This design comes from an exercise in tuning for small area, a short achievable clock period and few clock cycles per item on the open sky130 flow, not from production work.
The RTL was checked by simulation tests, not by an equivalence proof against the original design.
Power is estimated from default activity; no workload was simulated.

==> design/flow/design.v <==
`default_nettype none
package lcce_pkg;
  localparam int unsigned CHAIN_LENGTH = 12;
  localparam int unsigned PIX_W        = 24;
  localparam int unsigned STEP_W       = 16;
  localparam int unsigned ADDR_W       = 5;
  localparam int unsigned DATA_W       = 32;
  localparam logic [7:0] RST_BLINK_PERIOD  = 8'd1;
  localparam logic [3:0] RST_ACTIVE_PIXELS = 4'd12;
  localparam logic [2:0] RST_DIM_SHIFT     = 3'd6;
  localparam logic [7:0] RST_ZERO_CODE     = 8'd31;
  localparam logic [7:0] RST_ONE_CODE      = 8'd61;
endpackage
`default_nettype wire
`default_nettype none
module lcce_regs (
  input  logic                          clk_i,
  input  logic                          rst_ni,
  input  logic                          psel,
  input  logic                          penable,
  input  logic                          pwrite,
  input  logic [lcce_pkg::ADDR_W-1:0]   paddr,
  input  logic [lcce_pkg::DATA_W-1:0]   pwdata,
  output logic [lcce_pkg::DATA_W-1:0]   prdata,
  output logic                          wr_o,
  output logic [7:0]                    period_o,
  output logic [3:0]                    active_pixels_o,
  output logic [2:0]                    dim_shift_o,
  output logic [7:0]                    zero_code_o,
  output logic [7:0]                    one_code_o
);
  logic [7:0] bp_q, zc_q, oc_q;
  logic [3:0] ap_q;
  logic [2:0] ds_q;
  logic [7:0] rd_d, rd_q;
  logic       wr_en;
  logic       bz_q;
  assign wr_en = psel && penable && pwrite;
  always_ff @(posedge clk_i or negedge rst_ni) begin
    if (!rst_ni) begin
      bp_q <= lcce_pkg::RST_BLINK_PERIOD;
      bz_q <= 1'b0;
      ap_q <= lcce_pkg::RST_ACTIVE_PIXELS;
      ds_q <= lcce_pkg::RST_DIM_SHIFT;
      zc_q <= lcce_pkg::RST_ZERO_CODE;
      oc_q <= lcce_pkg::RST_ONE_CODE;
    end else if (wr_en) begin
      case (paddr[4:2])
        3'd0: begin
          bp_q <= pwdata[7:0];
          bz_q <= (pwdata[7:0] == 8'd0);
        end
        3'd1: ap_q <= pwdata[3:0];
        3'd2: ds_q <= pwdata[2:0];
        3'd3: zc_q <= pwdata[7:0];
        3'd4: oc_q <= pwdata[7:0];
        default: ;
      endcase
    end
  end
  always_comb begin
    case (paddr[4:2])
      3'd0:    rd_d = bp_q;
      3'd1:    rd_d = {4'd0, ap_q};
      3'd2:    rd_d = {5'd0, ds_q};
      3'd3:    rd_d = zc_q;
      3'd4:    rd_d = oc_q;
      default: rd_d = 8'd0;
    endcase
  end
  always_ff @(posedge clk_i) begin
    rd_q <= rd_d;
  end
  assign wr_o            = wr_en;
  assign prdata          = {24'd0, rd_q};
  assign period_o        = {bp_q[7:1], bp_q[0] | bz_q};
  assign active_pixels_o = ap_q;
  assign dim_shift_o     = ds_q;
  assign zero_code_o     = zc_q;
  assign one_code_o      = oc_q;
endmodule
`default_nettype wire
`default_nettype none
module lcce_front (
  input  logic                          clk_i,
  input  logic                          rst_ni,
  input  logic [7:0]                    period_i,
  input  logic                          cfg_wr_i,
  input  logic                          in_valid_i,
  input  logic                          take_i,
  input  logic [lcce_pkg::STEP_W-1:0]   step_index_i,
  output logic                          ready_next_o,
  output logic                          lit_o
);
  logic [9:0]  p3_q;
  logic        cfg_ok_q;
  logic [7:0]  rem_q, rem_d, rem_big, rem_top;
  logic [3:0]  cnt_q;
  logic        first_q;
  logic [1:0]  bits_q, bits_d, top;
  logic [9:0]  t;
  logic [10:0] s1, s2, s3;
  logic        clear;
  always_comb begin
    case (cnt_q[2:0])
      3'd0: bits_d = step_index_i[13:12];
      3'd1: bits_d = step_index_i[11:10];
      3'd2: bits_d = step_index_i[9:8];
      3'd3: bits_d = step_index_i[7:6];
      3'd4: bits_d = step_index_i[5:4];
      3'd5: bits_d = step_index_i[3:2];
      default: bits_d = step_index_i[1:0];
    endcase
  end
  assign top = step_index_i[15:14];
  always_comb begin
    rem_top = {6'd0, top};
    if (period_i[7:2] == 6'd0) begin
      case (period_i[1:0])
        2'd1:    rem_top = 8'd0;
        2'd2:    rem_top = {7'd0, top[0]};
        2'd3:    rem_top = (top == 2'd3) ? 8'd0 : {6'd0, top};
        default: rem_top = {6'd0, top};
      endcase
    end
  end
  assign t  = {rem_q, bits_q};
  assign s1 = {1'b0, t} - {3'b000, period_i};
  assign s2 = {1'b0, t} - {2'b00, period_i, 1'b0};
  assign s3 = {1'b0, t} - {1'b0, p3_q};
  always_comb begin
    if (!s3[10])      rem_big = s3[7:0];
    else if (!s2[10]) rem_big = s2[7:0];
    else if (!s1[10]) rem_big = s1[7:0];
    else              rem_big = t[7:0];
  end
  assign rem_d = first_q ? rem_top : rem_big;
  assign clear = !in_valid_i || !cfg_ok_q;
  always_ff @(posedge clk_i or negedge rst_ni) begin
    if (!rst_ni) begin
      cnt_q    <= '0;
      first_q  <= 1'b1;
      cfg_ok_q <= 1'b0;
    end else begin
      cfg_ok_q <= !cfg_wr_i;
      if (clear || take_i) begin
        cnt_q   <= '0;
        first_q <= 1'b1;
      end else if (!cnt_q[3]) begin
        cnt_q   <= cnt_q + 4'd1;
        first_q <= 1'b0;
      end
    end
  end
  always_ff @(posedge clk_i) begin
    if (!cnt_q[3]) begin
      rem_q  <= rem_d;
      bits_q <= bits_d;
    end
  end
  always_ff @(posedge clk_i) begin
    p3_q <= {2'b00, period_i} + {1'b0, period_i, 1'b0};
  end
  assign ready_next_o = in_valid_i && !take_i && cfg_ok_q && (cnt_q[3] || cnt_q[2:1] == 2'b11);
  assign lit_o        = (rem_q == 8'd0);
endmodule
`default_nettype wire
`default_nettype none
module lcce_queue (
  input  logic                clk_i,
  input  logic                rst_ni,
  input  logic                shift_i,
  input  logic                lit_i,
  input  logic                fix_i,
  input  logic [23:0]         pixel_i,
  input  logic [11:0]         pix_sel_i,
  input  logic [2:0]          byte_sel_i,
  output logic [11:0]         flags_o,
  output logic [7:0]          byte_o
);
  localparam int N = lcce_pkg::CHAIN_LENGTH;
  logic [N*24-1:0] chain_q;
  logic [N-1:0]    flag_q;
  always_ff @(posedge clk_i or negedge rst_ni) begin
    if (!rst_ni) begin
      flag_q <= '0;
    end else if (shift_i) begin
      flag_q <= {flag_q[N-2:0], 1'b0};
    end else if (fix_i) begin
      flag_q[0] <= lit_i;
    end
  end
  always_ff @(posedge clk_i) begin
    if (shift_i) chain_q <= {chain_q[(N-1)*24-1:0], pixel_i};
  end
  always_comb begin
    byte_o = '0;
    for (int i = 0; i < N; i++) begin
      byte_o = byte_o | ({8{pix_sel_i[i] & byte_sel_i[0]}} & chain_q[i*24+16 +: 8])
                      | ({8{pix_sel_i[i] & byte_sel_i[1]}} & chain_q[i*24+8  +: 8])
                      | ({8{pix_sel_i[i] & byte_sel_i[2]}} & chain_q[i*24    +: 8]);
    end
  end
  assign flags_o = flag_q;
endmodule
`default_nettype wire
`default_nettype none
module lcce_back (
  input  logic        clk_i,
  input  logic        rst_ni,
  input  logic [3:0]  active_pixels_i,
  input  logic [7:0]  zero_code_i,
  input  logic        take_i,
  input  logic        fix_i,
  input  logic        lit_i,
  input  logic [11:0] flags_i,
  output logic        reads_done_next_o,
  output logic [11:0] pix_sel_o,
  output logic [2:0]  byte_sel_o,
  input  logic [7:0]  byte_i,
  output logic        out_valid_o,
  input  logic        out_stall_i,
  output logic [7:0]  bits_o,
  output logic [7:0]  zero_code_o,
  output logic        reset_slot_o
);
  logic [3:0]  n_q, pix_q, pix_d, pix_inc;
  logic [11:0] pm_q, pm_d, inc_oh;
  logic [2:0]  sel_q, sel_d;
  logic        busy_q, busy_d, pend_q, pend_d, ov_q, ov_d, rs_q, rs_d;
  logic [7:0]  e_q, e_d, zc_q, zc_d;
  logic        lit_f_q, frame_lit;
  logic        out_free, at_rslot, start;
  always_ff @(posedge clk_i) begin
    n_q <= (active_pixels_i > 4'd12) ? 4'd12 : active_pixels_i;
  end
  always_ff @(posedge clk_i) begin
    if (fix_i) lit_f_q <= lit_i;
  end
  assign frame_lit = fix_i ? lit_i : lit_f_q;
  assign out_free = !ov_q || !out_stall_i;
  assign at_rslot = (pix_q == n_q);
  assign start    = take_i || pend_q;
  assign pix_inc  = pix_q + 4'd1;
  always_comb begin
    inc_oh = '0;
    for (int i = 1; i < 12; i++) begin
      if (int'(pix_inc) == i) inc_oh[i] = 1'b1;
    end
  end
  always_comb begin
    busy_d = busy_q;
    pend_d = pend_q;
    pix_d  = pix_q;
    pm_d   = pm_q;
    sel_d  = sel_q;
    ov_d   = ov_q;
    e_d    = e_q;
    zc_d   = zc_q;
    rs_d   = rs_q;
    if (!busy_q) begin
      if (out_free) ov_d = 1'b0;
      if (take_i) begin
        busy_d = 1'b1;
        pix_d  = '0;
        pm_d   = 12'd1;
        sel_d  = 3'd1;
      end
    end else if (out_free) begin
      ov_d = 1'b1;
      if (at_rslot) begin
        e_d    = '0;
        zc_d   = '0;
        rs_d   = 1'b1;
        pend_d = 1'b0;
        if (start) begin
          pix_d = '0;
          pm_d  = 12'd1;
          sel_d = 3'd1;
        end else begin
          busy_d = 1'b0;
        end
      end else begin
        e_d   = byte_i & {8{frame_lit}};
        zc_d  = zero_code_i;
        rs_d  = 1'b0;
        sel_d = {sel_q[1:0], sel_q[2]};
        if (sel_q[2]) begin
          pix_d = pix_inc;
          pm_d  = inc_oh & flags_i;
        end
      end
    end else if (take_i) begin
      pend_d = 1'b1;
    end
  end
  always_ff @(posedge clk_i or negedge rst_ni) begin
    if (!rst_ni) begin
      busy_q <= 1'b0;
      pend_q <= 1'b0;
      ov_q   <= 1'b0;
    end else begin
      busy_q <= busy_d;
      pend_q <= pend_d;
      ov_q   <= ov_d;
    end
  end
  always_ff @(posedge clk_i) begin
    pix_q <= pix_d;
    pm_q  <= pm_d;
    sel_q <= sel_d;
    e_q   <= e_d;
    zc_q  <= zc_d;
    rs_q  <= rs_d;
  end
  assign reads_done_next_o = !busy_d || ((pix_d == n_q) && !pend_d);
  assign pix_sel_o    = pm_q;
  assign byte_sel_o   = sel_q;
  assign out_valid_o  = ov_q;
  assign bits_o       = e_q;
  assign zero_code_o  = zc_q;
  assign reset_slot_o = rs_q;
endmodule
`default_nettype wire
`default_nettype none
module led_chain_chase_encoder_unit (
  input  logic                          clk_i,
  input  logic                          rst_ni,
  input  logic                          psel,
  input  logic                          penable,
  input  logic                          pwrite,
  input  logic [lcce_pkg::ADDR_W-1:0]   paddr,
  input  logic [lcce_pkg::DATA_W-1:0]   pwdata,
  output logic [lcce_pkg::DATA_W-1:0]   prdata,
  output logic                          pready,
  input  logic                          in_valid_i,
  output logic                          in_stall_o,
  input  logic [lcce_pkg::STEP_W-1:0]   step_index_i,
  input  logic [7:0]                    red_i,
  input  logic [7:0]                    green_i,
  input  logic [7:0]                    blue_i,
  output logic                          out_valid_o,
  input  logic                          out_stall_i,
  output logic [7:0]                    bit7_code_o,
  output logic [7:0]                    bit6_code_o,
  output logic [7:0]                    bit5_code_o,
  output logic [7:0]                    bit4_code_o,
  output logic [7:0]                    bit3_code_o,
  output logic [7:0]                    bit2_code_o,
  output logic [7:0]                    bit1_code_o,
  output logic [7:0]                    bit0_code_o,
  output logic                          reset_slot_o,
  output logic                          last_of_frame_o
);
  logic [7:0]  period, zero_code, one_code, zero_eff;
  logic [11:0] flags;
  logic [3:0]  active_pixels;
  logic [2:0]  dim_shift;
  logic        acc_q, fix_q, take, ready_next, reads_done_next, lit;
  logic [11:0] pix_sel;
  logic [2:0]  byte_sel;
  logic        cfg_wr;
  logic [7:0]  rd_byte, bits;
  logic        rslot;
  logic [23:0] pixel;
  assign pready = 1'b1;
  lcce_regs u_regs (
    .clk_i           (clk_i),
    .rst_ni          (rst_ni),
    .psel            (psel),
    .penable         (penable),
    .pwrite          (pwrite),
    .paddr           (paddr),
    .pwdata          (pwdata),
    .prdata          (prdata),
    .wr_o            (cfg_wr),
    .period_o        (period),
    .active_pixels_o (active_pixels),
    .dim_shift_o     (dim_shift),
    .zero_code_o     (zero_code),
    .one_code_o      (one_code)
  );
  lcce_front u_front (
    .clk_i          (clk_i),
    .rst_ni         (rst_ni),
    .period_i       (period),
    .cfg_wr_i       (cfg_wr),
    .in_valid_i     (in_valid_i),
    .take_i         (take),
    .step_index_i   (step_index_i),
    .ready_next_o   (ready_next),
    .lit_o          (lit)
  );
  always_ff @(posedge clk_i or negedge rst_ni) begin
    if (!rst_ni) begin
      acc_q <= 1'b0;
      fix_q <= 1'b0;
    end else begin
      acc_q <= !acc_q && ready_next && reads_done_next;
      fix_q <= take;
    end
  end
  assign in_stall_o = !acc_q;
  assign take       = acc_q && in_valid_i;
  assign pixel      = {green_i >> dim_shift, red_i >> dim_shift, blue_i >> dim_shift};
  lcce_queue u_chain (
    .clk_i   (clk_i),
    .rst_ni  (rst_ni),
    .shift_i (take),
    .lit_i   (lit),
    .fix_i   (fix_q),
    .pixel_i (pixel),
    .pix_sel_i  (pix_sel),
    .byte_sel_i (byte_sel),
    .flags_o    (flags),
    .byte_o  (rd_byte)
  );
  lcce_back u_back (
    .clk_i             (clk_i),
    .rst_ni            (rst_ni),
    .active_pixels_i   (active_pixels),
    .zero_code_i       (zero_code),
    .take_i            (take),
    .fix_i             (fix_q),
    .lit_i             (lit),
    .flags_i           (flags),
    .reads_done_next_o (reads_done_next),
    .pix_sel_o         (pix_sel),
    .byte_sel_o        (byte_sel),
    .byte_i            (rd_byte),
    .out_valid_o       (out_valid_o),
    .out_stall_i       (out_stall_i),
    .bits_o            (bits),
    .zero_code_o       (zero_eff),
    .reset_slot_o      (rslot)
  );
  assign bit7_code_o     = bits[7] ? one_code : zero_eff;
  assign bit6_code_o     = bits[6] ? one_code : zero_eff;
  assign bit5_code_o     = bits[5] ? one_code : zero_eff;
  assign bit4_code_o     = bits[4] ? one_code : zero_eff;
  assign bit3_code_o     = bits[3] ? one_code : zero_eff;
  assign bit2_code_o     = bits[2] ? one_code : zero_eff;
  assign bit1_code_o     = bits[1] ? one_code : zero_eff;
  assign bit0_code_o     = bits[0] ? one_code : zero_eff;
  assign reset_slot_o    = rslot;
  assign last_of_frame_o = rslot;
endmodule
`default_nettype wire
==> design/flow/run.sh <==
#!/bin/bash
# synth_recipe.tcl (not shown) runs the flow's synth.tcl, then flattens the netlist and writes it again
# the make line also repeats each setting of config.mk as NAME=value (left out here)
make -C /OpenROAD-flow-scripts/flow DESIGN_CONFIG=/design/flow/config.mk WORK_HOME=/design/flow/orfs CLKGATE_MAP_FILE= SYNTH_SCRIPT=/design/flow/synth_recipe.tcl finish
==> design/flow/config.mk <==
export PLATFORM = sky130hd
export DESIGN_NAME = led_chain_chase_encoder_unit
export DESIGN_NICKNAME = led_chain_chase_encoder_unit
export VERILOG_FILES = /design/flow/design.v
export SDC_FILE = /design/flow/constraint.sdc
export NUM_CORES = 4
export LEC_CHECK = 0
export CAP_MARGIN = 20
export CORE_MARGIN = 2
export CORE_UTILIZATION = 40
export SETUP_SLACK_MARGIN = 2.2
export SLEW_MARGIN = 20
==> design/flow/constraint.sdc <==
create_clock -name core_clock -period 4.5 [get_ports {clk_i}]
set_input_delay 0.9000 -clock core_clock [delete_from_list [all_inputs] [get_ports {clk_i}]]
set_output_delay 0.9000 -clock core_clock [all_outputs]
set_load 0.01 [all_outputs]
==> summary.md, run 1 <==
| Metric | Value |
|---|---|
| Nets | `approximately 1,700` |
| Antenna violations before repair | `4` |
| DR WL/cell | `about 23 um` |
| H-tree depth | `2` |
| Synth unique cells | `70` |
| Synthesized area | `0.0186 sq mm` |
| Max Cap Violations | `0` |
| Logic pwr share | `0.265` |
| Io pins | `185` |
| Root buf cell | `clkbuf_16` |
| Number of global-route vias before repair | `12,300` |
| Final ANT Viol Nets | `0` |
| Primary FF master, synth | `edfxtp_1` |
| Synth Instances | `between 1,000 and 1,500` |
| Crit. End Element | `flop` |
| Clk latency of the worst-skew pair | `0.58 ns` |
| # rows | `around 80` |
| Final core occ | `0.509` |
| Fmax achieved | `371 MHz` |
| Final Cell Area | `roughly 0.023 sq mm` |
| Placed Instance Area | `0.0205 sq mm` |
| TritonRoute pass-1 iters | `6` |
| RSZ-0062 raised after global routing | `true` |
| Sw Share | `0.299` |
| PD cells | `around 470 mW/mm^2` |
| CTS tree | `built` |
| Die area | `between 0.04 and 0.05 sq mm` |
| Maximum VDD drop | `~330 uV` |
| Syn_area_per_cell | `13.8 sq um` |
| CP Max Fanout | `4` |
| Pre-CTS worst setup slack | `~1.1 ns` |
| Gr usage total | `0.207` |
| Sw power | `approximately 3.3 mW` |
| Initial Utilization | `0.408` |
| CTS Buf Count | `44` |
| Most common cell after layout, fill and taps aside | `edfxtp_1` |
| Vias | `~12,000` |
| Fillers | `roughly 3,800` |
| Largest net degree at the start of global routing | `162` |
| Final Skew | `0.0313 ns` |
| DRC violations left | `0` |
| Synth warn | `5` |
| Area delta synth->final | `24.9%` |
| DRT Wirelength | `just over 50,000 um` |
| Overall Power | `11.0 mW` |
| GRT overflow | `0` |
| Tmin final | `between 2 and 3 ns` |
| Register area share after synthesis | `0.638` |
| GPL Wtd Cong | `between 0.8 and 0.9` |
| Startpoint class of the critical path | `flop` |
| Global-route wire length before repair | `~75,000 um` |
| Die Height | `between 200 and 250 um` |
| Outcome | `timing/DRC/antenna clean` |
| Die width | `around 220 um` |
| Setup TNS | `0 ns` |
| Number of instances in the placed design | `just over 2,000` |
| Hold Path Class | `reg -> reg` |
| Fin crit share | `0.598` |
| Final Hold Vio Count | `0` |
| Register area | `0.0119 sq mm` |
| Vias/cell | `5.66` |
| Clock sink count | `412` |
| Longest Clk Path Bufs | `3` |
| Worst EP required | `about 4.8 ns` |
| Multi-input logic area | `about 0.0065 sq mm` |
| Pint | `7.69 mW` |
| Floorplan core area | `0.0456 sq mm` |
| Ys async rst share | `0.133` |
| Port Buffers | `133` |
| Slew @ Worst Pin | `about 1.1 ns` |
| Share of cells above drive strength 1 | `0.264` |
| Leakage | `8.77 nW` |
| CP Data Arrival Time | `about 3 ns` |
| Post-synth EDFFs | `330` |
| Hold Buf Count CTS | `0` |
| Slew Limit Fails | `0` |
| Seq cells post-synth | `about 410` |
| Dpl hpwl | `approximately 30,000 um` |
| Register clock-pin slew on the reported worst setup and hold paths | `approximately 0.06 ns` |
| Clock Power Share | `0.311` |
| Non-filler instance count after layout | `around 2,200` |
| Kind of critical path | `reg -> reg` |
| Slew margin rel. | `0.259` |
| Hold slack final | `between 0.4 and 0.5 ns` |
| Worst setup margin | `about 1.8 ns` |
| Setup-failing EPs final | `0` |
| Most frequent cells in the layout | `edfxtp_1 (330), buf_6 (92), mux2_2 (76)` |
| Initial DRC count | `1,253` |
| Flop pwr share | `0.424` |
==> sequential cells by signal, indices dropped and copies added (netlist names), 4 cells and up <==
register,count
u_chain.chain_q,288
u_back.pm_q,12
u_chain.flag_q,12
u_front.p3_q,10
u_back.e_q,8
u_back.zc_q,8
u_front.rem_q,8
u_regs.bp_q,8
u_regs.oc_q,8
u_regs.rd_q,8
u_regs.zc_q,8
u_back.n_q,4
u_back.pix_q,4
u_front.cnt_q,4
u_regs.ap_q,4
==> critical path, stage by stage, from the launching register on <==
cell	delay [ns]
dfstp_2	0.37
or2_4	0.28
ha_4	0.17
fa_2	0.36
nor2b_4	0.16
o21ai_4	0.09
a211oi_4	0.27
nor2_4	0.11
mux2_4	0.23
mux2i_1	0.07
a221o_1	0.31
==> final timing paths <==
kind | slack [ns] | cells after the start | from | to
max | 1.81 | 10 | u_regs.bp_q[0]$_DFFE_PN1P_ | u_front.rem_q[1]$_DFFE_PN_
min | 0.43 | 0 | u_chain.chain_q[118]$_DFFE_PP_ | u_chain.chain_q[142]$_DFFE_PP_
max reg2reg | 1.81 | 10 | u_regs.bp_q[0]$_DFFE_PN1P_ | u_front.rem_q[1]$_DFFE_PN_
min reg2reg | 0.43 | 0 | u_chain.chain_q[118]$_DFFE_PP_ | u_chain.chain_q[142]$_DFFE_PP_
max in group asynchronous | 3.49 | 2 | rst_ni | u_regs.oc_q[1]$_DFFE_PN0P_
min in group asynchronous | 0.46 | 2 | rst_ni | u_chain.flag_q[5]$_DFFE_PN0P_
==> layer usage <==
layer | vias up | track usage | wire [um]
li1 | 5601 | - | -
met1 | 6246 | 0.291 | 21800
met2 | 505 | 0.324 | 23500
met3 | 72 | 0.0393 | 3740
met4 | 2 | 0.0700 | 1290
met5 | - | 0 | 13
==> cell usage after synthesis (41+ instances only) <==
| cell type | n | area share |
|---|---|---|
| nor2_1 | 47 | 0.0095 |
| a21oi_1 | 41 | 0.011 |
| a22o_1 | 41 | 0.019 |
| a22oi_1 | 58 | 0.023 |
| edfxtp_1 | 330 | 0.53 |
| inv_1 | 46 | 0.0093 |
| clkbuf_1 | 60 | 0.012 |
| mux2_2 | 98 | 0.059 |
| nand2_1 | 60 | 0.012 |
| ha_1 | 50 | 0.034 |
| o21ai_0 | 49 | 0.013 |
==> logic make-up after synthesis <==
family                   after synthesis  share of synthesized area
AND/OR/NAND/NOR                      243                     0.0657
XOR/XNOR                              26                     0.0135
AO/OA/AOI/OAI                        314                      0.123
buffers and inverters                150                     0.0360
other                                  2                   0.000404
multiplexers                         146                     0.0859
adder cells (fa/ha/maj)               54                     0.0380
flip-flops                           412                      0.638
==> repair_timing <==
action / CTS / global route
gates resized for setup: 374 / 97
endpoints found under the setup margin: 282 / 96
pin swaps: 10 / 15
buffers inserted: 70 / 23
gates cloned: 4 / 0
==> area by class of cell <==
type	instances	share of cell area
well taps	600	0.0323
repair buffers	243	0.109
clock buffers	54	0.0499
inverters	49	0.00970
multi-input cells	809	0.279
flip-flops and latches	412	0.511
clock inverters	23	0.00739
repair inverters	3	0.00178
diodes	2	0.000216
==> power groups by stage <==
stage	registers (mW)	clock network, mW	logic [mW]
final	4.64	3.41	2.91
after global routing	4.67	3.62	3.18
after CTS	4.63	3.48	2.69
after detailed placement	4.78	0	2.34
after global placement	4.78	0	2.30
after floorplan	4.55	0	1.71
Testbench counts, summed over its fixed seeds: cycles 98,032, steps 4,608.
==> inputs of run 2 (changes only) <==
--- a/design/flow/config.mk
+++ b/design/flow/config.mk
@@ -10,3 +10,3 @@
 export CORE_UTILIZATION = 40
-export SETUP_SLACK_MARGIN = 2.2
+export SETUP_SLACK_MARGIN = 1.8
 export SLEW_MARGIN = 20
==> summary.md, run 2 <==
| Metric | Value |
|---|---|
| Fin crit share | `0.633 (+0.0343)` |
| Crit. End Element | `output port` |
| Count leader, synth | `edfxtp_1` |
| Dpl hpwl | `31,100 um (+0.45%)` |
| Synth unique cells | `70 (unchanged)` |
| Synth top area share | `0.533 (unchanged)` |
| Fmax achieved | `351 MHz (-5.4%)` |
| Port Buffers | `133 (unchanged)` |
| Register area | `0.0118 sq mm (about the same)` |
| Initial DRC count | `1,323 (+5.6%)` |
| Global-route wire length before repair | `72,000 um (-4.0%)` |
| Synth Instances | `1,347 (unchanged)` |
| Worst EP required | `3.60 ns (-1.22 ns)` |
| Post-synth top cells | `edfxtp_1 (330), mux2_2 (98), clkbuf_1 (60), nand2_1 (60), a22oi_1 (58)` |
| Largest reg by FF count | `u_chain.chain_q` |
| Synth warn | `5 (unchanged)` |
| Maximum VDD drop | `350 uV (+5.0%)` |
| Slew margin rel. | `0.333 (+0.0743)` |
| Longest Clk Path Bufs | `3 (unchanged)` |
| Slew @ Worst Pin | `0.986 ns (-0.125 ns)` |
| CP Data Arrival Time | `1.95 ns (-1.06 ns)` |
| DR WL/cell | `22.5 um (-2.0%)` |
| Final Hold Vio Count | `0 (unchanged)` |
| Hold Path Class | `in -> async` |
| Area contributors post-synth | `edfxtp_1 (53%), mux2_2 (5.9%), dfrtp_1 (5.3%)` |
| Slew Limit Fails | `0 (unchanged)` |
| Pre-CTS worst setup slack | `1.14 ns (+0.0500 ns)` |
| H-tree depth | `2 (unchanged)` |
| Floorplan core area | `0.0456 sq mm (unchanged)` |
| Tmin final | `2.85 ns (+0.154 ns)` |
| PD cells | `485 mW/mm^2 (+2.7%)` |
| Worst setup margin | `1.65 ns (-0.154 ns)` |
| Initial Utilization | `0.408 (unchanged)` |
| Gr usage total | `0.198 (-0.00964)` |
| Capturing point of the worst reg2reg path | `u_front.rem_q[1]$_DFFE_PN_` |
| Die area | `0.0482 sq mm (unchanged)` |
| Hold Buf Count CTS | `0 (unchanged)` |
| Leakage | `8.37 nW (-4.5%)` |
| Root buf cell | `clkbuf_16` |
| Number of global-route vias before repair | `11,900 (-3.2%)` |
| Final Skew | `0.0342 ns (+0.00291 ns)` |
| RSZ-0062 raised after global routing | `true` |
| Clock sink count | `412 (unchanged)` |
| Kind of critical path | `reg -> out` |
| DRC violations left | `0 (unchanged)` |
| Post-synth EDFFs | `330 (unchanged)` |
| Multi-input logic area | `0.00629 sq mm (-2.9%)` |
| TritonRoute pass-1 iters | `5 (-1)` |
| Primary FF master, synth | `edfxtp_1` |
| Setup TNS | `0 ns (unchanged)` |
| # rows | `78 (unchanged)` |
| Largest regs | `u_chain.chain_q (288), u_back.pm_q (12), u_chain.flag_q (12)` |
| Synthesized area | `0.0186 sq mm (unchanged)` |
| DRT Wirelength | `48,200 um (-4.3%)` |
| CTS tree | `built` |
| Vias | `12,100 (-2.4%)` |
| Area delta synth->final | `20.9%` |
| CP Max Fanout | `5 (+1)` |
| Antenna violations before repair | `10 (+6)` |
| R2R depth | `10 (unchanged)` |
| Largest net degree at the start of global routing | `171 (+5.6%)` |
| Vias/cell | `5.66 (about the same)` |
| Most common cell after layout, fill and taps aside | `edfxtp_1` |
| Final ANT Viol Nets | `0 (unchanged)` |
| Leading area contributor after synthesis | `edfxtp_1` |
| Ys async rst share | `0.133 (unchanged)` |
| Nets | `1,640 (-3.5%)` |
| Clk latency of the worst-skew pair | `0.59 ns (about the same)` |
| Seq cells post-synth | `412 (unchanged)` |
| Flop2flop setup slack | `1.75 ns (-0.06 ns)` |
| Die width | `219 um (unchanged)` |
| Syn_area_per_cell | `13.8 sq um (unchanged)` |
| Outcome | `timing/DRC/antenna clean` |
| GRT overflow | `0 (unchanged)` |
| Die Height | `219 um (unchanged)` |
| Register area share after synthesis | `0.638 (unchanged)` |
| Startpoint class of the critical path | `flop` |
| Setup-failing EPs final | `0 (unchanged)` |
| Max reg flops | `288 (unchanged)` |
| GPL Wtd Cong | `0.831 (+0.81%)` |
| Fillers | `3,940 (+2.6%)` |
| CTS Buf Count | `45 (+2.3%)` |
| Register clock-pin slew on the reported worst setup and hold paths | `0.06 ns (about the same)` |
| Max Cap Violations | `0 (unchanged)` |
| Most frequent cells in the layout | `edfxtp_1 (330), mux2_2 (98), clkdlybuf4s50_1 (73)` |
| Share of cells above drive strength 1 | `0.175 (-0.0895)` |
| Reg-to-reg startpoint | `u_regs.bp_q[0]$_DFFE_PN1P_` |
| Io pins | `185 (unchanged)` |
[run 2: worst max-delay path, stage by stage, from the launching register on]
cell             delay, ns
dfstp_2               0.56
buf_12                0.11
mux2_2                0.13
clkdlybuf4s50_1       0.56
[run 2: power breakdown]
part / switching [mW] / internal [mW] / leakage, nW
Clock: 1.56 / 2.16 / 0.722
Combinational: 1.31 / 1.18 / 3.77
Sequential: 0.332 / 4.36 / 3.87
Total: 3.20 / 7.70 / 8.37
[run 2: final cells by class]
class	count	area share
inverters	49	0.00952
clock inverters	25	0.0124
repair buffers	184	0.0816
multi-input cells	809	0.280
flip-flops and latches	412	0.527
well taps	600	0.0334
diodes	5	0.000557
clock buffers	59	0.0542
repair inverters	1	0.000724
[run 2: cell families (layout without fill, tap and decap cells)]
group	count (synthesis)	in the layout	share of synthesized area
AND/OR/NAND/NOR	243	244	0.0657
multiplexers	146	146	0.0859
buffers and inverters	150	318	0.0360
XOR/XNOR	26	26	0.0135
flip-flops	412	412	0.638
AO/OA/AOI/OAI	314	314	0.123
adder cells (fa/ha/maj)	54	54	0.0380
other	2	30	0.000404
[run 2: worst max path at each step]
stage                                           from               to  slack [ns]  cells past startpoint
after floorplan                           in_valid_i  acc_q$_DFF_PN0_        1.69                      7
after global placement                    in_valid_i  acc_q$_DFF_PN0_        1.21                      8
after detailed placement                  in_valid_i  acc_q$_DFF_PN0_        1.14                      8
after CTS                 u_regs.oc_q[0]$_DFFE_PN1P_   bit7_code_o[0]        1.62                      2
after global routing      u_regs.oc_q[3]$_DFFE_PN1P_   bit7_code_o[3]        1.60                      3
final                     u_regs.oc_q[3]$_DFFE_PN1P_   bit7_code_o[3]        1.65                      3
[run 2: what timing repair did]
item                                    in CTS  in global routing
pin swaps                                    2                 12
endpoints found under the setup margin      73                 43
resized for setup                           60                 49
cloned                                       2                  0
buffers inserted                            15                 15
[run 2: layer usage]
layer | routed length [um] | track usage
met1 | 20800 | 0.272
met2 | 22200 | 0.304
met3 | 3780 | 0.0512
met4 | 1340 | 0.0689
met5 | 79 | 0
[run 2: metrics by stage]
step | instances | total power, mW | area (sq um) | utilization | hold slack, ns
2_1_floorplan | 1370 | 6.24 | 18700 | - | 0.426
3_3_place_gp | 2023 | 7.06 | 20500 | 0.449 | 0.427
3_5_place_dp | 2023 | 7.09 | 20500 | 0.449 | 0.435
4_1_cts | 2124 | 10.9 | 22200 | 0.487 | 0.290
5_1_grt | 2141 | 11.4 | 22500 | 0.493 | 0.315
6_report | 2144 | 10.9 | 22500 | 0.493 | 0.314
==> inputs of run 3 (changes only) <==
--- a/design/flow/config.mk
+++ b/design/flow/config.mk
@@ -9,4 +9,6 @@
 export CORE_MARGIN = 2
-export CORE_UTILIZATION = 40
-export SETUP_SLACK_MARGIN = 1.8
+export CORE_UTILIZATION = 60
+export CTS_CLUSTER_DIAMETER = 80
+export CTS_CLUSTER_SIZE = 24
+export SETUP_SLACK_MARGIN = 2.0
 export SLEW_MARGIN = 20
==> summary.md, run 3 <==
| Metric | Value |
|---|---|
| # rows | `64 (-18%)` |
| Startpoint class of the critical path | `flop` |
| GRT overflow | `0 (unchanged)` |
| CP Data Arrival Time | `3.02 ns (+1.07 ns)` |
| Synth top area share | `0.533 (unchanged)` |
| Register clock-pin slew on the reported worst setup and hold paths | `0.10 ns (+0.04 ns)` |
| Root buf cell | `clkbuf_16` |
| Post-synth top cells | `edfxtp_1 (330), mux2_2 (98), clkbuf_1 (60), nand2_1 (60), a22oi_1 (58)` |
| Ys async rst share | `0.133 (unchanged)` |
| Share of cells above drive strength 1 | `0.213 (+0.0383)` |
| Seq cells post-synth | `412 (unchanged)` |
| Die width | `180 um (-18%)` |
| DRT Wirelength | `44,400 um (-7.9%)` |
| Global-route wire length before repair | `67,800 um (-5.8%)` |
| Antenna violations before repair | `4 (-6)` |
| Tmin final | `2.68 ns (-0.169 ns)` |
| Final Hold Vio Count | `0 (unchanged)` |
| Post-synth EDFFs | `330 (unchanged)` |
| Synth unique cells | `70 (unchanged)` |
| Clk latency of the worst-skew pair | `0.55 ns (-0.04 ns)` |
| Slew margin rel. | `0.313 (-0.0201)` |
| Overall Power | `9.37 mW (-14%)` |
| Kind of critical path | `reg -> reg` |
| Die Height | `180 um (-18%)` |
| Worst setup margin | `1.82 ns (+0.169 ns)` |
| Io pins | `185 (unchanged)` |
| Simple-gate portion of the synthesized area | `0.0657 (unchanged)` |
| Area contributors post-synth | `edfxtp_1 (53%), mux2_2 (5.9%), dfrtp_1 (5.3%)` |
| Fmax achieved | `373 MHz (+6.3%)` |
| Dpl hpwl | `29,200 um (-6.1%)` |
| Final ANT Viol Nets | `0 (unchanged)` |
| Synth Instances | `1,347 (unchanged)` |
| Max Cap Violations | `0 (unchanged)` |
| Slew @ Worst Pin | `1.03 ns (+0.0441 ns)` |
| Primary FF master, synth | `edfxtp_1` |
| Area delta synth->final | `15.3%` |
| Largest regs | `u_chain.chain_q (288), u_back.pm_q (12), u_chain.flag_q (12)` |
| Largest reg by FF count | `u_chain.chain_q` |
| H-tree depth | `1 (-1)` |
| Number of instances in the placed design | `1,817 (-10%)` |
| Initial Utilization | `0.609 (+0.201)` |
| Outcome | `timing/DRC/antenna clean` |
| Hold Path Class | `in -> async` |
| CTS tree | `built` |
| Most frequent cells in the layout | `edfxtp_1 (330), mux2_2 (92), clkdlybuf4s50_1 (64)` |
| Count leader, synth | `edfxtp_1` |
| CTS Buf Count | `22 (-51%)` |
| Synth Area in XOR/XNOR | `0.0135 (unchanged)` |
| Synthesized area | `0.0186 sq mm (unchanged)` |
| Final Skew | `0.0207 ns (-0.0136 ns)` |
| Nets | `1,633 (-0.43%)` |
| Synth Area in Compound Gates | `0.123 (unchanged)` |
| Number of global-route vias before repair | `11,700 (-2.0%)` |
| Synth warn | `5 (unchanged)` |
| Flop2flop setup slack | `1.82 ns (+0.07 ns)` |
| Largest family of logic cells by synthesized area | `compound AO/OA/AOI/OAI gates` |
| PD cells | `437 mW/mm^2 (-9.8%)` |
| TritonRoute pass-1 iters | `6 (+1)` |
| Slew Limit Fails | `0 (unchanged)` |
| Non-filler instance count after layout | `1,908 (-11%)` |
| Leading area contributor after synthesis | `edfxtp_1` |
| Adder-cell share of the synthesized area | `0.0380 (unchanged)` |
| Setup-failing EPs final | `0 (unchanged)` |
| Hold Buf Count CTS | `0 (unchanged)` |
| Syn_area_per_cell | `13.8 sq um (unchanged)` |
| Leakage | `7.97 nW (-4.8%)` |
| Vias | `12,000 (-0.93%)` |
| DRC violations left | `0 (unchanged)` |
| Longest Clk Path Bufs | `3 (unchanged)` |
| Register area share after synthesis | `0.638 (unchanged)` |
| CP Max Fanout | `6 (+1)` |
| DR WL/cell | `23.3 um (+3.5%)` |
| Setup TNS | `0 ns (unchanged)` |
| Clock sink count | `412 (unchanged)` |
| Worst EP required | `4.84 ns (+1.24 ns)` |
| Gr usage total | `0.269 (+0.0709)` |
| Vias/cell | `6.30 (+11%)` |
| Port Buffers | `133 (unchanged)` |
| Initial DRC count | `1,274 (-3.7%)` |
| Crit. End Element | `flop` |
| Post-synthesis mux area share | `0.0859 (unchanged)` |
| Die area | `0.0324 sq mm (-33%)` |
| Maximum VDD drop | `315 uV (-10%)` |
| Most common cell after layout, fill and taps aside | `edfxtp_1` |
| Pre-CTS worst setup slack | `1.23 ns (+0.0910 ns)` |
| Max reg flops | `288 (unchanged)` |
| Fin crit share | `0.595 (-0.0375)` |
| Floorplan core area | `0.0305 sq mm (-33%)` |
| Largest net degree at the start of global routing | `181 (+5.8%)` |
| RSZ-0062 raised after global routing | `true` |
| GPL Wtd Cong | `0.847 (+1.9%)` |
run 3: cell types whose count changed in the layout (fill, tap and decap cells not counted), sizes merged, moves of 7 or more:
cell,delta
buf,+80
clkbuf,-24
clkdlybuf4s50,-9
clkinv,-17
dlygate4sd2,-42
dlymetal6s2s,-7
run 3: critical path, cell delays in order, from the launching register on:
cell and delay, ns:
dfstp_2 0.39, or2_4 0.28, ha_4 0.17, fa_2 0.36, nor2b_4 0.15, o21ai_4 0.09, a211oi_4 0.28, nor2_4 0.11
o31a_1 0.32, a222oi_1 0.33
run 3: cells by family after synthesis:
logic type,Yosys count
mux,146
buf+inv,150
other cells,2
compound gates,314
xor+xnor,26
fa+ha+maj,54
simple gates,243
flops,412
run 3: final cells by class:
class	count	area [sq um]
Sequential cell	412	11900
Multi-Input combinational cell	809	6360
Clock inverter	5	68.8
Tap cell	396	495
Antenna cell	1	2.50
Timing Repair inverter	1	16.3
Fill cell	2097	9090
Clock buffer	35	599
Timing Repair Buffer	200	1810
Inverter	49	211
run 3: power breakdown:
part | switching (mW) | internal [mW] | total (mW)
sequential | 0.303 | 4.35 | 4.65
clock | 1.22 | 0.958 | 2.18
combinational | 1.33 | 1.20 | 2.53
total | 2.86 | 6.51 | 9.37
run 3: final timing paths:
check / from / end / cells after the start
worst min register to register: u_regs.ap_q[2]$_DFFE_PN1P_ / u_back.n_q[2]$_SDFF_PN1_ / 0
worst max register to register: u_regs.bp_q[0]$_DFFE_PN1P_ / u_front.rem_q[0]$_DFFE_PN_ / 9
max in group asynchronous: rst_ni / u_front.first_q$_DFFE_PN1P_ / 2
worst max-delay path: u_regs.bp_q[0]$_DFFE_PN1P_ / u_front.rem_q[0]$_DFFE_PN_ / 9
min in group core_clock: u_regs.ap_q[2]$_DFFE_PN1P_ / u_back.n_q[2]$_SDFF_PN1_ / 0
worst min-delay path: rst_ni / u_regs.zc_q[7]$_DFFE_PN0P_ / 1
run 3: layer usage:
| metal | wire length, um | global-route usage | vias to the layer above |
|---|---|---|---|
| li1 | - | - | 5453 |
| met1 | 17800 | 0.358 | 5988 |
| met5 | 37 | 0 | - |
| met4 | 1050 | 0.0673 | 6 |
| met2 | 22100 | 0.458 | 501 |
| met3 | 3450 | 0.0502 | 70 |
run 3: timing repair:
| item | 4_1_cts | 5_1_grt |
|---|---|---|
| endpoints found under the setup margin | 101 | 53 |
| cloned | 2 | 0 |
| pin swaps | 8 | 14 |
| hold endpoints to repair | 0 | 0 |
| gates resized for setup | 277 | 65 |
| buffers inserted | 29 | 19 |
run 3: through the flow:
step                utilization  hold WS (ns)  area [sq um]
finish                    0.702         0.328         21400
global route              0.702         0.353         21400
CTS                       0.688         0.329         21000
detailed placement        0.663         0.428         20200
global placement          0.663         0.424         20200
floorplan                     -         0.426         18700
==> inputs of run 4 (changes only) <==
--- a/design/flow/config.mk
+++ b/design/flow/config.mk
@@ -10,5 +10,5 @@
 export CORE_UTILIZATION = 60
-export CTS_CLUSTER_DIAMETER = 80
-export CTS_CLUSTER_SIZE = 24
-export SETUP_SLACK_MARGIN = 2.0
+export CTS_CLUSTER_DIAMETER = 100
+export CTS_CLUSTER_SIZE = 30
+export SETUP_SLACK_MARGIN = 2.2
 export SLEW_MARGIN = 20
==> summary.md, run 4 <==
| Metric | Value |
|---|---|
| R2R depth | `11 (+2)` |
| Hold Buf Count CTS | `0 (unchanged)` |
| Sw power | `2.78 mW (-2.5%)` |
| Pre-CTS worst setup slack | `1.13 ns (-0.0969 ns)` |
| Flop pwr share | `0.502 (+0.005)` |
| Register area share after synthesis | `0.638 (unchanged)` |
| Slew margin rel. | `0.225 (-0.0882)` |
| Fillers | `2,002 (-4.5%)` |
| Largest reg by FF count | `u_chain.chain_q` |
| GRT overflow | `0 (unchanged)` |
| Gr usage total | `0.271 (+0.00227)` |
| Initial DRC count | `1,245 (-2.3%)` |
| Slowest Stage Delay on Critical Path | `0.41 ns (+0.02 ns)` |
| Worst setup margin | `1.76 ns (-0.0614 ns)` |
| Vias/cell | `6.31 (+0.19%)` |
| CTS tree | `built` |
| Synth unique cells | `70 (unchanged)` |
| Slew Limit Fails | `0 (unchanged)` |
| Sw Share | `0.302 (-0.00313)` |
| Area delta synth->final | `18.3%` |
| Seq cells post-synth | `412 (unchanged)` |
| Hold Path Class | `reg -> reg` |
| CP cell instances | `or2_4 > ha_4 > fa_2 > nor2b_4 > o21ai_4 > a211oi_4 > nor2_4 > buf_6 > mux2i_1 > a21oi_1 > a22o_1` |
| Port Buffers | `133 (unchanged)` |
| PD cells | `420 mW/mm^2 (-4.0%)` |
| Primary FF master, synth | `edfxtp_1` |
| Most common cell after layout, fill and taps aside | `edfxtp_1` |
| CP Buf/Inv Count | `1 (+1)` |
| Setup TNS | `0 ns (unchanged)` |
| H-tree depth | `1 (unchanged)` |
| Ant. Diodes | `0 (-1)` |
| Synth top area share | `0.533 (unchanged)` |
| DRT Wirelength | `45,200 um (+1.9%)` |
| Max Cap Violations | `0 (unchanged)` |
| Synth Instances | `1,347 (unchanged)` |
| RSZ-0062 raised after global routing | `true` |
| Outcome | `timing/DRC/antenna clean` |
| Maximum VDD drop | `317 uV (+0.54%)` |
| Initial Utilization | `0.609 (unchanged)` |
| Syn_area_per_cell | `13.8 sq um (unchanged)` |
| Synthesized area | `0.0186 sq mm (unchanged)` |
| Count leader, synth | `edfxtp_1` |
| Tmin final | `2.74 ns (+0.0614 ns)` |
| Pint | `6.44 mW (-1.1%)` |
| TritonRoute pass-1 iters | `6 (unchanged)` |
| Fin crit share | `0.609 (+0.0137)` |
| Max reg flops | `288 (unchanged)` |
| Worst EP required | `4.79 ns (-0.05 ns)` |
| Final Cell Area | `0.0220 sq mm (+2.6%)` |
| WP depth | `11 (+2)` |
| Leading area contributor after synthesis | `edfxtp_1` |
| Largest net degree at the start of global routing | `195 (+7.7%)` |
| Fmax achieved | `365 MHz (-2.2%)` |
| Share of cells above drive strength 1 | `0.239 (+0.0259)` |
| Antenna violations before repair | `3 (-1)` |
| WHS Path Cells | `0` |
| Post-synth top cells | `edfxtp_1 (330), mux2_2 (98), clkbuf_1 (60), nand2_1 (60), a22oi_1 (58)` |
| CP Data Arrival Time | `3.03 ns (about the same)` |
| Slew @ Worst Pin | `1.16 ns (+0.132 ns)` |
| Register clock-pin slew on the reported worst setup and hold paths | `0.12 ns (+0.02 ns)` |
| Area contributors post-synth | `edfxtp_1 (53%), mux2_2 (5.9%), dfrtp_1 (5.3%)` |
| Final Skew | `0.0147 ns (-0.00594 ns)` |
| Die Height | `180 um (unchanged)` |
| Final ANT Viol Nets | `0 (unchanged)` |
| CP Max Fanout | `6 (unchanged)` |
| Largest regs | `u_chain.chain_q (288), u_back.pm_q (12), u_chain.flag_q (12)` |
| Kind of critical path | `reg -> reg` |
| Dpl hpwl | `28,900 um (-1.0%)` |
| Floorplan core area | `0.0305 sq mm (unchanged)` |
| Io pins | `185 (unchanged)` |
| Root buf cell | `clkbuf_16` |
| Final Hold Vio Count | `0 (unchanged)` |
| CTS Buf Count | `17 (-23%)` |
| Global-route wire length before repair | `68,800 um (+1.4%)` |
| Crit. End Element | `flop` |
| Die width | `180 um (unchanged)` |
| # rows | `64 (unchanged)` |
| Delay-heaviest family, CP | `compound AO/OA/AOI/OAI gates` |
| Flop2flop setup slack | `1.76 ns (-0.06 ns)` |
| Post-synth EDFFs | `330 (unchanged)` |
| Setup-failing EPs final | `0 (unchanged)` |
| Placed Instance Area | `0.0202 sq mm (about the same)` |
| Startpoint class of the critical path | `flop` |
| Synth warn | `5 (unchanged)` |
| DRC violations left | `0 (unchanged)` |
| Vias | `12,200 (+1.7%)` |
| CP max-delay cell | `fa_2` |
| GPL Wtd Cong | `0.835 (-1.4%)` |
| Number of global-route vias before repair | `11,900 (+2.6%)` |
| Leakage | `8.27 nW (+3.8%)` |
| Logic pwr share | `0.298 (+0.028)` |
| Die area | `0.0324 sq mm (unchanged)` |
| Most frequent cells in the layout | `edfxtp_1 (330), mux2_2 (87), buf_6 (81)` |
| Ys async rst share | `0.133 (unchanged)` |
| Longest Clk Path Bufs | `3 (unchanged)` |
| Clock Power Share | `0.200 (-0.033)` |
| Nets | `1,668 (+2.1%)` |
| Clk latency of the worst-skew pair | `0.53 ns (-0.02 ns)` |
| DR WL/cell | `23.4 um (+0.40%)` |
| Clock sink count | `412 (unchanged)` |
[run 4: final timing paths]
| path | from | end |
|---|---|---|
| setup / recovery | u_regs.bz_q$_DFFE_PN0P_ | u_front.rem_q[4]$_SDFFCE_PP0N_ |
| hold / removal | u_regs.ap_q[2]$_DFFE_PN1P_ | u_back.n_q[2]$_SDFF_PN1_ |
| setup reg to reg | u_regs.bz_q$_DFFE_PN0P_ | u_front.rem_q[4]$_SDFFCE_PP0N_ |
| hold reg to reg | u_regs.ap_q[2]$_DFFE_PN1P_ | u_back.n_q[2]$_SDFF_PN1_ |
| max in group asynchronous | rst_ni | acc_q$_DFF_PN0_ |
| min in group asynchronous | rst_ni | u_regs.zc_q[6]$_DFFE_PN0P_ |
[run 4: cells by family after synthesis]
logic type,after synthesis,share of synthesized area
simple gates,243,0.0657
xor+xnor,26,0.0135
flops,412,0.638
fa+ha+maj,54,0.0380
compound gates,314,0.123
other cells,2,0.000404
mux,146,0.0859
buf+inv,150,0.0360
[run 4: power groups by stage]
stage	Sequential [mW]	Clock [mW]	Combinational, mW
finish	4.63	1.84	2.75
global route	4.67	1.99	3.00
CTS	4.63	1.87	2.55
detailed placement	4.76	0	2.31
global placement	4.76	0	2.28
floorplan	4.55	0	1.71
[run 4: layout make-up]
class                           count  area, sq um  area share
Sequential cell                   412        11900       0.540
Multi-Input combinational cell    808         6430       0.293
Timing Repair Buffer              240         2460       0.112
Tap cell                          396          495      0.0225
Clock buffer                       28          467      0.0212
Inverter                           49          226      0.0103
Timing Repair inverter              2         32.5     0.00148
Clock inverter                      1         8.76    0.000399
[run 4: layer usage]
| layer | share of wire | wire, um | vias to the layer above | global-route usage |
|---|---|---|---|---|
| met1 | 0.40 | 17900 | 6083 | 0.360 |
| met3 | 0.070 | 3180 | 71 | 0.0342 |
| met4 | 0.019 | 873 | 6 | 0.0472 |
| li1 | - | - | 5511 | - |
| met2 | 0.51 | 23200 | 546 | 0.486 |
| met5 | 0.00095 | 43 | - | 0 |
[run 4: timing repair]
item,CTS,global route
resized for setup,363,70
setup endpoints to repair,317,99
buffers inserted,60,28
cloned,4,0
pin swaps,11,17
[run 4: per-stage QoR]
step | hold WS [ns] | util | instances | total power [mW]
floorplan | 0.426 | - | 1370 | 6.27
global placement | 0.428 | 0.663 | 1815 | 7.04
detailed placement | 0.427 | 0.663 | 1815 | 7.07
CTS | 0.445 | 0.703 | 1908 | 9.05
global route | 0.451 | 0.720 | 1936 | 9.66
finish | 0.444 | 0.720 | 1936 | 9.22
==> inputs of run 5 (changes only) <==
--- a/design/flow/design.v
+++ b/design/flow/design.v
@@ -94,7 +94,8 @@
 );
+  logic [7:0]  pe_q;
   logic [9:0]  p3_q;
   logic        cfg_ok_q;
-  logic [7:0]  rem_q, rem_d, rem_big, rem_top;
+  logic [7:0]  rem_q, rem_d, rem_top;
   logic [3:0]  cnt_q;
-  logic        first_q;
+  logic        first_q, late_q, lit_hold_q;
   logic [1:0]  bits_q, bits_d, top;
@@ -102,2 +103,3 @@
   logic [10:0] s1, s2, s3;
+  logic        sel0, sel1, sel2, sel3;
   logic        clear;
@@ -117,4 +119,4 @@
     rem_top = {6'd0, top};
-    if (period_i[7:2] == 6'd0) begin
-      case (period_i[1:0])
+    if (pe_q[7:2] == 6'd0) begin
+      case (pe_q[1:0])
         2'd1:    rem_top = 8'd0;
@@ -127,12 +129,14 @@
   assign t  = {rem_q, bits_q};
-  assign s1 = {1'b0, t} - {3'b000, period_i};
-  assign s2 = {1'b0, t} - {2'b00, period_i, 1'b0};
+  assign s1 = {1'b0, t} - {3'b000, pe_q};
+  assign s2 = {1'b0, t} - {2'b00, pe_q, 1'b0};
   assign s3 = {1'b0, t} - {1'b0, p3_q};
-  always_comb begin
-    if (!s3[10])      rem_big = s3[7:0];
-    else if (!s2[10]) rem_big = s2[7:0];
-    else if (!s1[10]) rem_big = s1[7:0];
-    else              rem_big = t[7:0];
-  end
-  assign rem_d = first_q ? rem_top : rem_big;
+  assign sel3 = !first_q && !s3[10];
+  assign sel2 = !first_q && s3[10] && !s2[10];
+  assign sel1 = !first_q && s2[10] && !s1[10];
+  assign sel0 = !first_q && s1[10];
+  assign rem_d = ({8{sel3}}    & s3[7:0])
+               | ({8{sel2}}    & s2[7:0])
+               | ({8{sel1}}    & s1[7:0])
+               | ({8{sel0}}    & t[7:0])
+               | ({8{first_q}} & rem_top);
   assign clear = !in_valid_i || !cfg_ok_q;
@@ -148,3 +152,3 @@
         first_q <= 1'b1;
-      end else if (!cnt_q[3]) begin
+      end else if (cnt_q != 4'd9) begin
         cnt_q   <= cnt_q + 4'd1;
@@ -155,8 +159,9 @@
   always_ff @(posedge clk_i) begin
-    if (!cnt_q[3]) begin
-      rem_q  <= rem_d;
-      bits_q <= bits_d;
-    end
+    rem_q  <= rem_d;
+    bits_q <= bits_d;
+    late_q <= cnt_q[3];
+    if (cnt_q == 4'd8) lit_hold_q <= (rem_q == 8'd0);
   end
   always_ff @(posedge clk_i) begin
+    pe_q <= period_i;
     p3_q <= {2'b00, period_i} + {1'b0, period_i, 1'b0};
@@ -164,3 +169,3 @@
   assign ready_next_o = in_valid_i && !take_i && cfg_ok_q && (cnt_q[3] || cnt_q[2:1] == 2'b11);
-  assign lit_o        = (rem_q == 8'd0);
+  assign lit_o        = late_q ? lit_hold_q : (rem_q == 8'd0);
 endmodule
--- a/design/flow/config.mk
+++ b/design/flow/config.mk
@@ -10,5 +10,5 @@
 export CORE_UTILIZATION = 60
-export CTS_CLUSTER_DIAMETER = 100
-export CTS_CLUSTER_SIZE = 30
-export SETUP_SLACK_MARGIN = 2.2
+export CTS_CLUSTER_DIAMETER = 80
+export CTS_CLUSTER_SIZE = 24
+export SETUP_SLACK_MARGIN = 2.0
 export SLEW_MARGIN = 20
==> summary.md, run 5 <==
| Metric | Value |
|---|---|
| Outcome | `timing/DRC/antenna clean` |
| Tmin final | `2.60 ns (-0.144 ns)` |
| Gr usage total | `0.268 (-0.00257)` |
| Area contributors post-synth | `edfxtp_1 (52%), mux2_2 (6.0%), dfrtp_1 (5.3%)` |
| Syn_area_per_cell | `13.8 sq um (+0.27%)` |
| Die area | `0.0323 sq mm (-0.17%)` |
| Nets | `1,670 (+0.12%)` |
| Count leader, synth | `edfxtp_1` |
| Area delta synth->final | `17.5%` |
| Post-synth EDFFs | `321 (-2.7%)` |
| Number of global-route vias before repair | `11,600 (-2.5%)` |
| DRT Wirelength | `44,700 um (-1.1%)` |
| Seq cells post-synth | `421 (+2.2%)` |
| Synth Area in Compound Gates | `0.124 (+0.00150)` |
| Vias | `12,100 (-1.0%)` |
| Fmax achieved | `385 MHz (+5.5%)` |
| Synth unique cells | `72 (+2.9%)` |
| Kind of critical path | `reg -> out` |
| Fin crit share | `0.577 (-0.0319)` |
| Slew Limit Fails | `0 (unchanged)` |
| Final ANT Viol Nets | `0 (unchanged)` |
| Synth top area share | `0.520 (-0.0136)` |
| Most frequent cells in the layout | `edfxtp_1 (321), buf_4 (90), mux2_2 (88)` |
| TritonRoute pass-1 iters | `7 (+1)` |
| Setup TNS | `0 ns (unchanged)` |
| Max Cap Violations | `0 (unchanged)` |
| Clk latency of the worst-skew pair | `0.56 ns (+0.03 ns)` |
| Initial Utilization | `0.608 (-0.00107)` |
| Number of instances in the placed design | `1,815 (unchanged)` |
| Final Hold Vio Count | `0 (unchanged)` |
| Non-filler instance count after layout | `1,954 (+0.93%)` |
| CP Max Fanout | `7 (+1)` |
| Pre-CTS worst setup slack | `1.02 ns (-0.112 ns)` |
| Post-synthesis mux area share | `0.0802 (-0.00572)` |
| GRT Max-Usage Layer | `met2` |
| Global-route wire length before repair | `67,900 um (-1.3%)` |
| # rows | `64 (unchanged)` |
| Leading area contributor after synthesis | `edfxtp_1` |
| Crit. End Element | `output port` |
| Antenna violations before repair | `6 (+3)` |
| Leakage | `8.21 nW (-0.76%)` |
| H-tree depth | `1 (unchanged)` |
| Die Height | `180 um (about the same)` |
| GRT overflow | `0 (unchanged)` |
| Dpl hpwl | `28,600 um (-0.90%)` |
| Slew margin rel. | `0.328 (+0.104)` |
| Startpoint class of the critical path | `flop` |
| Synth warn | `5 (unchanged)` |
| Final Skew | `0.0197 ns (+0.00494 ns)` |
| Floorplan core area | `0.0305 sq mm (unchanged)` |
| Largest reg by FF count | `u_chain.chain_q` |
| Port Buffers | `133 (unchanged)` |
| Share of cells above drive strength 1 | `0.239 (+0.000421)` |
| Met1 Use GR | `0.370 (+0.00993)` |
| RSZ-0062 raised after global routing | `true` |
| Slew @ Worst Pin | `1.01 ns (-0.155 ns)` |
| PD cells | `441 mW/mm^2 (+5.0%)` |
| Largest net degree at the start of global routing | `188 (-3.6%)` |
| GPL Wtd Cong | `0.868 (+4.0%)` |
| Worst setup margin | `1.90 ns (+0.144 ns)` |
| Io pins | `185 (unchanged)` |
| Synthesized area | `0.0185 sq mm (-0.18%)` |
| Met3 GRT Util | `0.0494 (+0.0152)` |
| Clock sink count | `421 (+2.2%)` |
| Primary FF master, synth | `edfxtp_1` |
| Root buf cell | `clkbuf_16` |
| Setup-failing EPs final | `0 (unchanged)` |
| Register area share after synthesis | `0.644 (+0.00598)` |
| Register clock-pin slew on the reported worst setup and hold paths | `0.10 ns (-0.02 ns)` |
| Initial DRC count | `1,394 (+12%)` |
| Die width | `180 um (about the same)` |
| Post-synth top cells | `edfxtp_1 (321), mux2_2 (98), nand2_1 (86)` |
| CTS Buf Count | `22 (+5)` |
| Adder-cell share of the synthesized area | `0.0340 (-0.00398)` |
| Max reg flops | `288 (unchanged)` |
| Simple-gate portion of the synthesized area | `0.0675 (+0.00187)` |
| Largest family of logic cells by synthesized area | `compound AO/OA/AOI/OAI gates` |
| Ys async rst share | `0.131 (-0.00285)` |
| Synth Area in XOR/XNOR | `0.0146 (+0.00117)` |
| Fillers | `2,080 (+3.9%)` |
| DR WL/cell | `22.9 um (-2.0%)` |
| Vias/cell | `6.19 (-1.9%)` |
| Final core occ | `0.714 (-0.00595)` |
| Worst EP required | `3.60 ns (-1.19 ns)` |
| CTS tree | `built` |
| CP Data Arrival Time | `1.70 ns (-1.33 ns)` |
| Hold Path Class | `in -> async` |
| Synth Instances | `1,341 (-0.45%)` |
| Largest regs | `u_chain.chain_q (288), u_back.pm_q (12), u_chain.flag_q (12)` |
| Met2 GRT Util | `0.442 (-0.0441)` |
| Most common cell after layout, fill and taps aside | `edfxtp_1` |
| DRC violations left | `0 (unchanged)` |
| Maximum VDD drop | `515 uV (+63%)` |
| Longest Clk Path Bufs | `3 (unchanged)` |
==> run 5: changes by cell type in the layout (fill, tap and decap cells not counted), moves of 15 or more <==
| cell | delta |
|---|---|
| buf_6 | -38 |
| dfxtp_1 | +18 |
| nand2_1 | +26 |
| clkdlybuf4s50_1 | +15 |
| buf_4 | +15 |
| buf_2 | +33 |
==> run 5: stage by stage <==
| step | area [sq um] | total power, mW | hold slack (ns) |
|---|---|---|---|
| floorplan | 18700 | 6.40 | 0.411 |
| global placement | 20200 | 7.09 | 0.428 |
| detailed placement | 20200 | 7.13 | 0.429 |
| CTS | 21200 | 9.45 | 0.355 |
| global route | 21800 | 10.1 | 0.379 |
| finish | 21800 | 9.61 | 0.349 |
==> run 5: path summary, 6_finish.rpt <==
path,startpoint,depth (start not counted),end,slack (ns)
max,u_back.e_q[2]$_SDFFCE_PP0P_,4,bit2_code_o[6],1.90
min,rst_ni,1,u_front.cfg_ok_q$_DFF_PN0_,0.35
max reg2reg,u_front.rem_q[7]$_DFF_P_,6,u_back.e_q[1]$_SDFFCE_PP0P_,2.03
min reg2reg,u_chain.chain_q[219]$_DFFE_PP_,0,u_chain.chain_q[243]$_DFFE_PP_,0.44
max in group asynchronous,rst_ni,2,u_regs.zc_q[1]$_DFFE_PN1P_,3.26
min in group core_clock,u_chain.chain_q[219]$_DFFE_PP_,0,u_chain.chain_q[243]$_DFFE_PP_,0.44
==> run 5: per-layer routing <==
metal	part of all wire	vias to the layer above	wire length, um
li1	-	5512	-
met1	0.41	6026	18300
met3	0.077	66	3460
met4	0.024	4	1070
met5	0.00054	-	24
met2	0.49	486	21900
==> run 5: cells by family (layout without fill, tap and decap cells) <==
group / count (synthesis) / count (layout)
flip-flops: 421 / 421
AO/OA/AOI/OAI: 309 / 309
AND/OR/NAND/NOR: 250 / 250
buffers and inverters: 145 / 335
multiplexers: 135 / 135
adder cells (fa/ha/maj): 48 / 48
XOR/XNOR: 31 / 31
other: 2 / 29
==> run 5: power breakdown <==
group	leakage, nW	switching (mW)	internal, mW
Combinational	3.94	1.33	1.32
Clock	0.327	1.25	1.01
Sequential	3.94	0.295	4.41
Total	8.21	2.87	6.74
==> run 5: worst max-delay path, stage by stage, from the launching register on <==
cell and delay [ns]:
edfxtp_1 0.43, buf_12 0.17, buf_6 0.12, mux2_4 0.29
buf_6 0.12
==> run 5: cell type report <==
| cell class | count | area [sq um] | share of cell area |
|---|---|---|---|
| Sequential cell | 421 | 11900 | 0.548 |
| Multi-Input combinational cell | 798 | 6210 | 0.285 |
| Timing Repair Buffer | 249 | 2270 | 0.104 |
| Clock buffer | 35 | 599 | 0.0275 |
| Tap cell | 396 | 495 | 0.0227 |
| Inverter | 46 | 183 | 0.00838 |
| Clock inverter | 5 | 85.1 | 0.00390 |
| Antenna cell | 4 | 10.0 | 0.000459 |
==> run 5: repair_timing <==
| action | in CTS | in global routing |
|---|---|---|
| setup buffers | 70 | 24 |
| gates cloned | 0 | 1 |
| gates resized for setup | 276 | 75 |
| hold buffers | 0 | 0 |
| endpoints found under the setup margin | 350 | 72 |
| pin swaps | 11 | 12 |
Testbench counts of run 5, summed over its fixed seeds: cycles 98,032, steps 4,608.
==> inputs of run 6 (changes only) <==
--- a/design/flow/design.v
+++ b/design/flow/design.v
@@ -235,3 +235,3 @@
   logic        busy_q, busy_d, pend_q, pend_d, ov_q, ov_d, rs_q, rs_d;
-  logic [7:0]  e_q, e_d, zc_q, zc_d;
+  logic [7:0]  e_q, e_d, en_q, zc_q, zc_d, zcn_q;
   logic        lit_f_q, frame_lit;
@@ -262,4 +262,4 @@
     ov_d   = ov_q;
-    e_d    = e_q;
-    zc_d   = zc_q;
+    e_d    = ~en_q;
+    zc_d   = ~zcn_q;
     rs_d   = rs_q;
@@ -317,3 +317,5 @@
     e_q   <= e_d;
+    en_q  <= ~e_d;
     zc_q  <= zc_d;
+    zcn_q <= ~zc_d;
     rs_q  <= rs_d;
==> summary.md, run 6 <==
| Metric | Value |
|---|---|
| Kind of critical path | `reg -> out` |
| Fillers | `2,235 (+7.5%)` |
| Leading area contributor after synthesis | `edfxtp_1` |
| Setup-failing EPs final | `0 (unchanged)` |
| Vias | `12,300 (+1.5%)` |
| Overall Power | `10.4 mW (+8.2%)` |
| Synth warn | `5 (unchanged)` |
| H-tree depth | `1 (unchanged)` |
| Antenna violations before repair | `10 (+4)` |
| Register area | `0.0122 sq mm (+2.3%)` |
| Gr usage total | `0.259 (-0.00903)` |
| GPL Wtd Cong | `0.837 (-3.6%)` |
| Multi-input logic area | `0.00644 sq mm (+3.8%)` |
| DRC violations left | `0 (unchanged)` |
| Nets | `1,684 (+0.84%)` |
| Setup TNS | `0 ns (unchanged)` |
| GRT overflow | `0 (unchanged)` |
| Synth top area share | `0.491 (-0.0285)` |
| Slew margin rel. | `0.478 (+0.150)` |
| Root buf cell | `clkbuf_16` |
| CTS Buf Count | `23 (+4.5%)` |
| Fin crit share | `0.557 (-0.0196)` |
| Non-filler instance count after layout | `1,977 (+1.2%)` |
| Longest Clk Path Bufs | `3 (unchanged)` |
| DRT Wirelength | `44,400 um (-0.78%)` |
| CP Max Fanout | `5 (-2)` |
| Max Cap Violations | `0 (unchanged)` |
| Adder-cell share of the synthesized area | `0.0330 (-0.00105)` |
| Dpl hpwl | `28,400 um (-0.78%)` |
| Hold Path Class | `in -> async` |
| Synth unique cells | `82 (+14%)` |
| Met2 WL | `21,600 um (-1.2%)` |
| Number of global-route vias before repair | `12,000 (+2.7%)` |
| Synth Instances | `1,394 (+4.0%)` |
| RSZ-0062 raised after global routing | `true` |
| Die area | `0.0333 sq mm (+3.1%)` |
| Final Skew | `0.0210 ns (+0.00132 ns)` |
| Post-synth EDFFs | `313 (-2.5%)` |
| Synth Area in XOR/XNOR | `0.0128 (-0.00182)` |
| Clk latency of the worst-skew pair | `0.55 ns (about the same)` |
| Leakage | `8.36 nW (+1.9%)` |
| Largest reg by FF count | `u_chain.chain_q` |
| Fmax achieved | `399 MHz (+3.5%)` |
| Largest regs | `u_chain.chain_q (288), u_back.pm_q (12), u_chain.flag_q (12)` |
| Synth Area in Compound Gates | `0.128 (+0.00331)` |
| CTS tree | `built` |
| TritonRoute pass-1 iters | `7 (unchanged)` |
| Outcome | `timing/DRC/antenna clean` |
| Max reg flops | `288 (unchanged)` |
| CP Data Arrival Time | `1.61 ns (-0.09 ns)` |
| Register area share after synthesis | `0.636 (-0.00723)` |
| Maximum VDD drop | `487 uV (-5.5%)` |
| Number of instances in the placed design | `1,867 (+2.9%)` |
| Met3 WL post-DR | `3200 um (-7.6%)` |
| Vias/cell | `6.21 (+0.30%)` |
| Post-synthesis mux area share | `0.0903 (+0.0101)` |
| Final Hold Vio Count | `0 (unchanged)` |
| Crit. End Element | `output port` |
| Die Height | `183 um (+1.5%)` |
| Highest routed layer | `met5` |
| Worst setup margin | `1.99 ns (+0.0882 ns)` |
| Global-route wire length before repair | `67,300 um (-0.85%)` |
| Largest family of logic cells by synthesized area | `compound AO/OA/AOI/OAI gates` |
| Reg-to-reg startpoint | `u_front.pe_q[0]$_DFF_P_` |
| Startpoint class of the critical path | `flop` |
| Post-synth top cells | `edfxtp_1 (313), mux2_2 (112), a22oi_1 (88)` |
| Final ANT Viol Nets | `0 (unchanged)` |
| Count leader, synth | `edfxtp_1` |
| Io pins | `185 (unchanged)` |
| Clock sink count | `437 (+3.8%)` |
| Initial DRC count | `1,016 (-27%)` |
run 6: cell count changes after synthesis, sizes merged, moves of 7 or more:
cell | before | now
a221oi | 38 | 17
a22oi | 63 | 88
a41o | 0 | 7
and2 | 12 | 3
dfxtp | 45 | 69
edfxtp | 321 | 313
inv | 46 | 58
mux2 | 98 | 113
mux2i | 36 | 45
nand2 | 86 | 69
nor2 | 35 | 49
run 6: cell families after synthesis:
family,count (synthesis)
AND/OR/NAND/NOR,230
flip-flops,437
XOR/XNOR,28
multiplexers,158
AO/OA/AOI/OAI,327
other,2
buffers and inverters,164
adder cells (fa/ha/maj),48
run 6: final cells by class:
type	count	share of cell area
clock buffers	35	0.0292
clock inverters	7	0.00325
flip-flops and latches	437	0.556
diodes	6	0.000684
inverters	59	0.0106
multi-input cells	816	0.293
repair buffers	215	0.0835
well taps	402	0.0229
run 6: through the flow:
stage / utilization / instance area (sq um)
after floorplan: - / 19200
after global placement: 0.658 / 20700
after detailed placement: 0.658 / 20700
after CTS: 0.691 / 21800
after global routing: 0.698 / 22000
final: 0.698 / 22000
run 6: worst max-delay path: stages (launching register included):
cell     delay (ns)
dfxtp_4        0.40
buf_6          0.11
buf_4          0.09
mux2_2         0.31
buf_2          0.14
run 6: path summary, 6_finish.rpt:
| check | to | slack, ns | cells after the start |
|---|---|---|---|
| worst max register to register | u_front.rem_q[5]$_DFF_P_ | 2.02 | 10 |
| worst min register to register | u_back.e_q[3]$_DFF_P_ | 0.42 | 1 |
| worst max-delay path | bit7_code_o[6] | 1.99 | 4 |
| min in group core_clock | u_back.e_q[3]$_DFF_P_ | 0.42 | 1 |
| max in group asynchronous | u_regs.oc_q[7]$_DFFE_PN0P_ | 3.38 | 2 |
| worst min-delay path | u_chain.flag_q[6]$_DFFE_PN0P_ | 0.24 | 1 |
run 6: timing repair:
item / CTS / global route
gates resized for setup: 271 / 79
endpoints found under the setup margin: 101 / 70
pin swaps: 3 / 14
hold buffers: 0 / 0
buffers inserted: 54 / 8
run 6: power by group:
part           internal, mW  switching, mW
Clock                  1.05           1.26
Combinational          1.57           1.58
Sequential             4.60          0.342
Total                  7.21           3.18
run 6: layer usage:
metal | vias to the layer above | track usage
li1 | 5627 | -
met1 | 6118 | 0.354
met2 | 464 | 0.442
met3 | 56 | 0.0471
met4 | 8 | 0.0474
met5 | - | 0
Testbench counts of run 6, summed over its fixed seeds: cycles 98,032, steps 4,608.

Check on run 6: ideal ports give 1.992 ns setup slack; a clkbuf_16 on the clock port and buf_2 on the inputs give 1.943 ns; moving port delays by the midpoint clock arrival (0.589 ns) as well gives 1.520 ns.
